From an optimization exercise on the open Yosys and OpenROAD flow, aimed at small area, a short achievable clock period and few clock cycles; shortcuts taken in it are not production practice. RTL that was checked went through simulation tests only; none was proved equivalent to the original. Power is estimated from default activity; no workload was simulated.

==> flow/design.v <==
package tlg_pkg;
	localparam int MAX_WIDTH  = 32;
	localparam int MAX_HEIGHT = 32;
	localparam int COL_W      = $clog2(MAX_WIDTH);
	localparam int ROW_W      = $clog2(MAX_HEIGHT);
	localparam int SIZE_W     = 7;
	localparam int CELL_W     = 2;
	localparam int COL_BITS   = MAX_HEIGHT * CELL_W;
	localparam logic [CELL_W-1:0] CELL_DEAD  = 2'd0;
	localparam logic [CELL_W-1:0] CELL_BORN  = 2'd1;
	localparam logic [CELL_W-1:0] CELL_ALIVE = 2'd2;
	localparam logic [CELL_W-1:0] CELL_DYING = 2'd3;
	localparam logic [1:0] KIND_WRITE = 2'd0;
	localparam logic [1:0] KIND_READ  = 2'd1;
	localparam logic [1:0] KIND_STEP  = 2'd2;
	localparam logic [1:0] KIND_NONE  = 2'd3;
	function automatic logic [4:0] clamp_m1(input logic [SIZE_W-1:0] v);
		logic [4:0] r;
		if (v < SIZE_W'(3)) begin
			r = 5'd2;
		end else if (v > SIZE_W'(32)) begin
			r = 5'd31;
		end else begin
			r = 5'(v - SIZE_W'(1));
		end
		clamp_m1 = r;
	endfunction
endpackage
module tlg_ram (
	input  logic                          clk,
	input  logic [tlg_pkg::COL_BITS-1:0]  d1,
	input  logic [tlg_pkg::COL_BITS-1:0]  d3,
	output logic [tlg_pkg::COL_BITS-1:0]  slot0,
	output logic [tlg_pkg::COL_BITS-1:0]  slot1,
	output logic [tlg_pkg::COL_BITS-1:0]  slot2,
	output logic [tlg_pkg::COL_BITS-1:0]  slot3
);
	localparam int S = tlg_pkg::MAX_WIDTH;
	logic [S-1:0][tlg_pkg::COL_BITS-1:0] ring_q;
	always_ff @(posedge clk) begin
		ring_q[0] <= ring_q[S-1];
		ring_q[1] <= d1;
		ring_q[2] <= ring_q[1];
		ring_q[3] <= d3;
		for (int k = 4; k < S; k++) begin
			ring_q[k] <= ring_q[k-1];
		end
	end
	assign slot0 = ring_q[0];
	assign slot1 = ring_q[1];
	assign slot2 = ring_q[2];
	assign slot3 = ring_q[3];
endmodule
module tlg_rule (
	input  logic [tlg_pkg::CELL_W-1:0] centre,
	input  logic [3:0]                 t,
	output logic [tlg_pkg::CELL_W-1:0] next_cell
);
	logic live, t3, t4;
	assign live = centre[0];
	assign t3   = t == 4'd3;
	assign t4   = t == 4'd4;
	assign next_cell[1] = live;
	assign next_cell[0] = live ? (t3 || t4) : t3;
endmodule
module tlg_cell (
	input  logic [tlg_pkg::MAX_HEIGHT-1:0][1:0] hs,
	input  logic [1:0]                          hs_last,   
	input  logic [tlg_pkg::COL_BITS-1:0]        centre,
	input  logic [tlg_pkg::MAX_HEIGHT-1:0]      keep,      
	output logic [tlg_pkg::COL_BITS-1:0]        next_col
);
	localparam int H = tlg_pkg::MAX_HEIGHT;
	for (genvar r = 0; r < H; r++) begin : g_row
		logic [1:0] hu, hd, nx;
		logic [3:0] t;
		if (r == 0) begin : g_first
			assign hu = hs_last;
		end else begin : g_mid
			assign hu = hs[r-1];
		end
		assign hd = hs[(r + 1) % H];
		assign t  = 4'(hu) + 4'(hs[r]) + 4'(hd);
		tlg_rule u_rule (
			.centre    (centre[2*r +: 2]),
			.t         (t),
			.next_cell (nx)
		);
		assign next_col[2*r +: 2] = keep[r] ? centre[2*r +: 2] : nx;
	end
endmodule
module toroidal_life_generation_step (
	input  logic        clk,
	input  logic        arst_n,
	input  logic        cfg_we,
	input  logic        cfg_index,
	input  logic [6:0]  cfg_data,
	input  logic        s_tvalid,
	output logic        s_tready,
	input  logic [15:0] s_tdata,    
	input  logic [1:0]  s_tuser,    
	output logic        m_tvalid,
	input  logic        m_tready,
	output logic [7:0]  m_tdata     
);
	localparam int H  = tlg_pkg::MAX_HEIGHT;
	localparam int CB = tlg_pkg::COL_BITS;
	localparam int CW = tlg_pkg::COL_W;
	localparam int RW = tlg_pkg::ROW_W;
	localparam int QD = 3;    
	localparam int IW = 14;   
	logic [CW-1:0] wm1_q;
	logic [RW-1:0] hm1_q;
	logic          clr_q;
	logic [CW-1:0] pcol_q;
	logic          ready_q;
	logic          v1_q, vb_q;
	logic [IW-1:0] it1_q, itb_q;
	logic          first_q;          
	logic          run_q, genb_q;
	logic [CW-1:0] rem_q;
	logic [RW-1:0] gh_q;
	logic          sw_ok_q;
	logic [1:0]    cnt_q;
	logic          mvalid_q;
	logic [QD-1:0][1:0] q_q;
	logic [H-1:0]      sw_q;
	logic [H-1:0][1:0] hs_q;
	logic [1:0]        hs_last_q;
	logic          w32, w31, lsw_q, l3_q;
	logic [CW-1:0] wm1_d;
	logic [RW-1:0] gha;
	logic [H-1:0]  live3, keep;
	logic          accept, adv, done1, wr_hit, rd_hit, gen_start, gen_a, last_a, slot3_ok;
	logic          is_rd1, is_wr1, is_step1, pop;
	logic [1:0]    kind1;
	logic [RW-1:0] row1;
	logic [CW-1:0] col1, k3;
	logic [1:0]    wd1;
	logic          v1_d, vb_d;
	logic [IW-1:0] item_in, it1_d, itb_d;
	logic [1:0]    cnt_d, tot_q, tot_d;
	logic          stp_q;
	logic [CB-1:0] slot0, slot1, slot2, slot3, d1, d3, gen_col;
	logic [H-1:0]  live0, live1, live2, left, right;
	logic [H-1:0][1:0] hs, hsx;
	logic [1:0]    rd_val, rd_cell;
	assign item_in = {s_tuser, s_tdata[10:6], s_tdata[4:0], s_tdata[13], s_tdata[13] ^ s_tdata[12]};
	assign {kind1, row1, col1, wd1} = it1_q;
	assign is_rd1   = kind1 == tlg_pkg::KIND_READ;
	assign is_wr1   = kind1 == tlg_pkg::KIND_WRITE;
	assign is_step1 = kind1 == tlg_pkg::KIND_STEP;
	assign k3       = pcol_q - CW'(3);
	assign slot3_ok = !(clr_q && pcol_q < CW'(3));
	assign wr_hit    = v1_q && is_wr1 && !run_q && !genb_q && pcol_q == col1;
	assign rd_hit    = v1_q && is_rd1 && k3 == col1;
	assign w32       = wm1_q == CW'(31);
	assign w31       = wm1_q == CW'(30);
	assign gen_start = v1_q && is_step1 && first_q && !clr_q
		&& (w32 ? !genb_q : (w31 || sw_ok_q));
	assign wm1_d = (cfg_we && !cfg_index) ? tlg_pkg::clamp_m1(cfg_data) : wm1_q;
	assign done1     = wr_hit || rd_hit || gen_start || (v1_q && kind1 == tlg_pkg::KIND_NONE);
	assign s_tready = ready_q;
	assign accept   = s_tvalid && ready_q;
	assign pop      = m_tready && mvalid_q;
	assign adv = !v1_q || done1;
	always_comb begin
		v1_d  = v1_q;
		vb_d  = vb_q;
		it1_d = it1_q;
		itb_d = itb_q;
		if (adv) begin
			if (vb_q) begin
				v1_d  = 1'b1;
				it1_d = itb_q;
				vb_d  = accept;
				itb_d = item_in;
			end else begin
				v1_d  = accept;
				it1_d = item_in;
			end
		end else if (accept) begin
			vb_d  = 1'b1;
			itb_d = item_in;
		end
	end
	assign cnt_d      = cnt_q - 2'(pop) + 2'(rd_hit);
	assign tot_d      = tot_q + 2'(accept && s_tuser == tlg_pkg::KIND_READ) - 2'(pop);
	always_ff @(posedge clk) begin
		it1_q <= it1_d;
		itb_q <= itb_d;
	end
	always_ff @(posedge clk or negedge arst_n) begin
		if (!arst_n) begin
			wm1_q <= CW'(tlg_pkg::MAX_WIDTH - 1);
			hm1_q <= RW'(H - 1);
		end else if (cfg_we) begin
			if (cfg_index) begin
				hm1_q <= tlg_pkg::clamp_m1(cfg_data);
			end else begin
				wm1_q <= tlg_pkg::clamp_m1(cfg_data);
			end
		end
	end
	assign gen_a  = gen_start || run_q;
	assign last_a = run_q && rem_q == '0;
	always_ff @(posedge clk or negedge arst_n) begin
		if (!arst_n) begin
			clr_q    <= 1'b1;
			pcol_q   <= '0;
			first_q  <= 1'b0;
			lsw_q    <= 1'b0;
			l3_q     <= 1'b0;
			ready_q  <= 1'b0;
			tot_q    <= '0;
			stp_q    <= 1'b0;
			v1_q     <= 1'b0;
			vb_q     <= 1'b0;
			run_q    <= 1'b0;
			genb_q   <= 1'b0;
			sw_ok_q  <= 1'b0;
			cnt_q    <= '0;
			mvalid_q <= 1'b0;
		end else begin
			pcol_q  <= pcol_q + CW'(1);
			first_q <= pcol_q == '0;
			lsw_q   <= pcol_q == '0 && wm1_d < CW'(30);
			l3_q    <= pcol_q == '0 && wm1_d == CW'(30);
			if (pcol_q == '1) begin
				clr_q <= 1'b0;
			end
			v1_q     <= v1_d;
			vb_q     <= vb_d;
			cnt_q    <= cnt_d;
			mvalid_q <= cnt_d != '0;
			tot_q    <= tot_d;
			stp_q    <= (accept && s_tuser == tlg_pkg::KIND_STEP) || (stp_q && !gen_start);
			ready_q  <= !vb_d && tot_d < 2'(QD)
				&& !(accept && s_tuser == tlg_pkg::KIND_STEP) && !(stp_q && !gen_start);
			run_q    <= gen_a && !last_a;
			genb_q   <= gen_a;
			if ((cfg_we && !cfg_index) || gen_start || (wr_hit && col1 == wm1_q)) begin
				sw_ok_q <= 1'b0;
			end else if (k3 == wm1_q && slot3_ok && !gen_a && !genb_q) begin
				sw_ok_q <= 1'b1;
			end
		end
	end
	always_ff @(posedge clk) begin
		if (gen_start) begin
			rem_q <= wm1_q - CW'(1);
		end else begin
			rem_q <= rem_q - CW'(1);
		end
		if (gen_start) begin
			gh_q <= hm1_q;
		end
	end
	always_comb begin
		for (int r = 0; r < H; r++) begin
			if (wr_hit && row1 == RW'(r)) begin
				d1[2*r +: 2] = wd1;
			end else if (clr_q) begin
				d1[2*r +: 2] = tlg_pkg::CELL_DEAD;
			end else begin
				d1[2*r +: 2] = slot0[2*r +: 2];
			end
		end
	end
	assign d3 = genb_q ? gen_col : slot2;
	tlg_ram u_grid (
		.clk   (clk),
		.d1    (d1),
		.d3    (d3),
		.slot0 (slot0),
		.slot1 (slot1),
		.slot2 (slot2),
		.slot3 (slot3)
	);
	always_comb begin
		for (int r = 0; r < H; r++) begin
			live0[r] = slot0[2*r];
			live1[r] = slot1[2*r];
			live2[r] = slot2[2*r];
			live3[r] = slot3[2*r];
		end
	end
	assign left  = lsw_q ? sw_q : (l3_q ? live3 : live2);
	assign right = last_a ? sw_q : live0;
	assign gha = run_q ? gh_q : hm1_q;
	always_comb begin
		for (int r = 0; r < H; r++) begin
			hs[r] = 2'(left[r]) + 2'(live1[r]) + 2'(right[r]);
		end
		for (int r = 1; r < H; r++) begin
			hsx[r] = (gha == RW'(r - 1)) ? hs[0] : hs[r];
		end
		hsx[0] = hs[0];
	end
	always_ff @(posedge clk) begin
		hs_q      <= hsx;
		hs_last_q <= hs[gha];
		if (gen_start) begin
			sw_q <= live1;
		end else if (k3 == wm1_q && !gen_a && !genb_q) begin
			sw_q <= live3;
		end
	end
	always_comb begin
		for (int r = 0; r < H; r++) begin
			keep[r] = RW'(r) > gh_q;
		end
	end
	tlg_cell u_gen (
		.hs       (hs_q),
		.hs_last  (hs_last_q),
		.centre   (slot2),
		.keep     (keep),
		.next_col (gen_col)
	);
	assign rd_cell = slot3[2*row1 +: 2];
	assign rd_val  = slot3_ok ? {rd_cell[1], rd_cell[1] ^ rd_cell[0]} : tlg_pkg::CELL_DEAD;
	always_ff @(posedge clk) begin
		for (int i = 0; i < QD; i++) begin
			if (rd_hit && 2'(i) == cnt_q - 2'(pop)) begin
				q_q[i] <= rd_val;
			end else if (pop) begin
				q_q[i] <= (i < QD - 1) ? q_q[(i + 1) % QD] : q_q[i];
			end
		end
	end
	assign m_tvalid = mvalid_q;
	assign m_tdata  = {6'd0, q_q[0]};
endmodule
make LEC_CHECK=0 ABC_CLOCK_PERIOD_IN_PS=3000 CAP_MARGIN=20 CORE_MARGIN=2 CORE_UTILIZATION=50 CTS_CLUSTER_DIAMETER=80 CTS_CLUSTER_SIZE=24 SETUP_SLACK_MARGIN=5 SLEW_MARGIN=20 finish   # period 8.0 ns
run.sh (not shown) runs the stock make flow with config.mk's settings and CLKGATE_MAP_FILE= SYNTH_SCRIPT=/design/flow/synth_recipe.tcl, a recipe that flattens the netlist after the stock synthesis.
Testbench counts at the start, summed over its fixed seeds: cycles 12,625.
==> next run, changes <==
--- a/flow/design.v
+++ b/flow/design.v
@@ -124,7 +124,7 @@
 	logic [1:0]    cnt_q;
 	logic          mvalid_q;
 	logic [QD-1:0][1:0] q_q;
-	logic [H-1:0]      sw_q;
+	logic [H-1:0]      prev_q, sw_q, s0_q;
 	logic [H-1:0][1:0] hs_q;
 	logic [1:0]        hs_last_q;
 	logic          w32, w31, lsw_q, l3_q;
@@ -132,17 +132,16 @@
 	logic [RW-1:0] gha;
 	logic [H-1:0]  live3, keep;
 	logic          accept, adv, done1, wr_hit, rd_hit, gen_start, gen_a, last_a, slot3_ok;
-	logic          is_rd1, is_wr1, is_step1, pop;
+	logic          is_rd1, is_wr1, is_step1, is_rdb, is_stepb, pop;
 	logic [1:0]    kind1;
 	logic [RW-1:0] row1;
 	logic [CW-1:0] col1, k3;
 	logic [1:0]    wd1;
 	logic          v1_d, vb_d;
 	logic [IW-1:0] item_in, it1_d, itb_d;
-	logic [1:0]    cnt_d, tot_q, tot_d;
-	logic          stp_q;
+	logic [1:0]    cnt_d, inflight_d;
 	logic [CB-1:0] slot0, slot1, slot2, slot3, d1, d3, gen_col;
-	logic [H-1:0]  live0, live1, live2, left, right;
+	logic [H-1:0]  live0, live1, left, right;
 	logic [H-1:0][1:0] hs, hsx;
 	logic [1:0]    rd_val, rd_cell;
 	assign item_in = {s_tuser, s_tdata[10:6], s_tdata[4:0], s_tdata[13], s_tdata[13] ^ s_tdata[12]};
@@ -150,6 +149,8 @@
 	assign is_rd1   = kind1 == tlg_pkg::KIND_READ;
 	assign is_wr1   = kind1 == tlg_pkg::KIND_WRITE;
 	assign is_step1 = kind1 == tlg_pkg::KIND_STEP;
+	assign is_rdb   = itb_q[IW-1:IW-2] == tlg_pkg::KIND_READ;
+	assign is_stepb = itb_q[IW-1:IW-2] == tlg_pkg::KIND_STEP;
 	assign k3       = pcol_q - CW'(3);
 	assign slot3_ok = !(clr_q && pcol_q < CW'(3));
 	assign wr_hit    = v1_q && is_wr1 && !run_q && !genb_q && pcol_q == col1;
@@ -185,7 +186,8 @@
 		end
 	end
 	assign cnt_d      = cnt_q - 2'(pop) + 2'(rd_hit);
-	assign tot_d      = tot_q + 2'(accept && s_tuser == tlg_pkg::KIND_READ) - 2'(pop);
+	assign inflight_d = 2'(v1_d && it1_d[IW-1:IW-2] == tlg_pkg::KIND_READ)
+		+ 2'(vb_d && itb_d[IW-1:IW-2] == tlg_pkg::KIND_READ);
 	always_ff @(posedge clk) begin
 		it1_q <= it1_d;
 		itb_q <= itb_d;
@@ -212,8 +214,6 @@
 			lsw_q    <= 1'b0;
 			l3_q     <= 1'b0;
 			ready_q  <= 1'b0;
-			tot_q    <= '0;
-			stp_q    <= 1'b0;
 			v1_q     <= 1'b0;
 			vb_q     <= 1'b0;
 			run_q    <= 1'b0;
@@ -233,10 +233,9 @@
 			vb_q     <= vb_d;
 			cnt_q    <= cnt_d;
 			mvalid_q <= cnt_d != '0;
-			tot_q    <= tot_d;
-			stp_q    <= (accept && s_tuser == tlg_pkg::KIND_STEP) || (stp_q && !gen_start);
-			ready_q  <= !vb_d && tot_d < 2'(QD)
-				&& !(accept && s_tuser == tlg_pkg::KIND_STEP) && !(stp_q && !gen_start);
+			ready_q  <= !(v1_d && vb_d) && (cnt_d + inflight_d < 2'(QD))
+				&& !(v1_d && it1_d[IW-1:IW-2] == tlg_pkg::KIND_STEP)
+				&& !(vb_d && itb_d[IW-1:IW-2] == tlg_pkg::KIND_STEP);
 			run_q    <= gen_a && !last_a;
 			genb_q   <= gen_a;
 			if ((cfg_we && !cfg_index) || gen_start || (wr_hit && col1 == wm1_q)) begin
@@ -281,12 +280,11 @@
 		for (int r = 0; r < H; r++) begin
 			live0[r] = slot0[2*r];
 			live1[r] = slot1[2*r];
-			live2[r] = slot2[2*r];
 			live3[r] = slot3[2*r];
 		end
 	end
-	assign left  = lsw_q ? sw_q : (l3_q ? live3 : live2);
-	assign right = last_a ? sw_q : live0;
+	assign left  = lsw_q ? sw_q : (l3_q ? live3 : prev_q);
+	assign right = last_a ? s0_q : live0;
 	assign gha = run_q ? gh_q : hm1_q;
 	always_comb begin
 		for (int r = 0; r < H; r++) begin
@@ -298,13 +296,15 @@
 		hsx[0] = hs[0];
 	end
 	always_ff @(posedge clk) begin
+		prev_q    <= live1;
 		hs_q      <= hsx;
 		hs_last_q <= hs[gha];
-		if (gen_start) begin
-			sw_q <= live1;
-		end else if (k3 == wm1_q && !gen_a && !genb_q) begin
+		if (k3 == wm1_q) begin
 			sw_q <= live3;
 		end
+		if (first_q) begin
+			s0_q <= live1;
+		end
 	end
 	always_comb begin
 		for (int r = 0; r < H; r++) begin
Effect: The new run ran to the end with no violations; clock power rose by about 2%; final area rises by about 1.3%; register-to-register slack is better by 0.08 ns; routed wire length goes down by about 1.4%; power came out higher by about 4.3%; setup slack improved by 0.076 ns; synthesized cell count fell by about 1.3%; die area climbs by about 1.2%; critical path depth rose by 2; cell count came out lower by 0.38%; via count decreases by about 0.9%.
Function not checked in the second run of this note: the RTL went through the layout flow alone.

[separate check: timing with driven ports]
No port has a modelled driver above. Below, the same layouts with a new extraction and two added sets of constraints.
Step 1: set_driving_cell puts a clkbuf_16 on clk and a buf_2 on each other input, an assumption about the parent block.
Step 2 times the ports against the registers' clock, not the clock port: input delays grow and output delays shrink by t, the midpoint of the rising clock arrivals with the driver on.
Three values: ideal, step 1, step 2; two values: the first two.
run	shift t [ns]	setup WS [ns]	slew at the worst register clock pin (ns)
the first run	0.774	4.965 / 4.965 / 4.361	0.10 / 0.10
the second run	0.793	5.041 / 4.971 / 4.324	0.10 / 0.10
After both steps setup and hold are still met in every run listed. The setup slack of the second run, which loses most, moves by -0.070 ns with the drivers and by -0.717 ns with both steps.
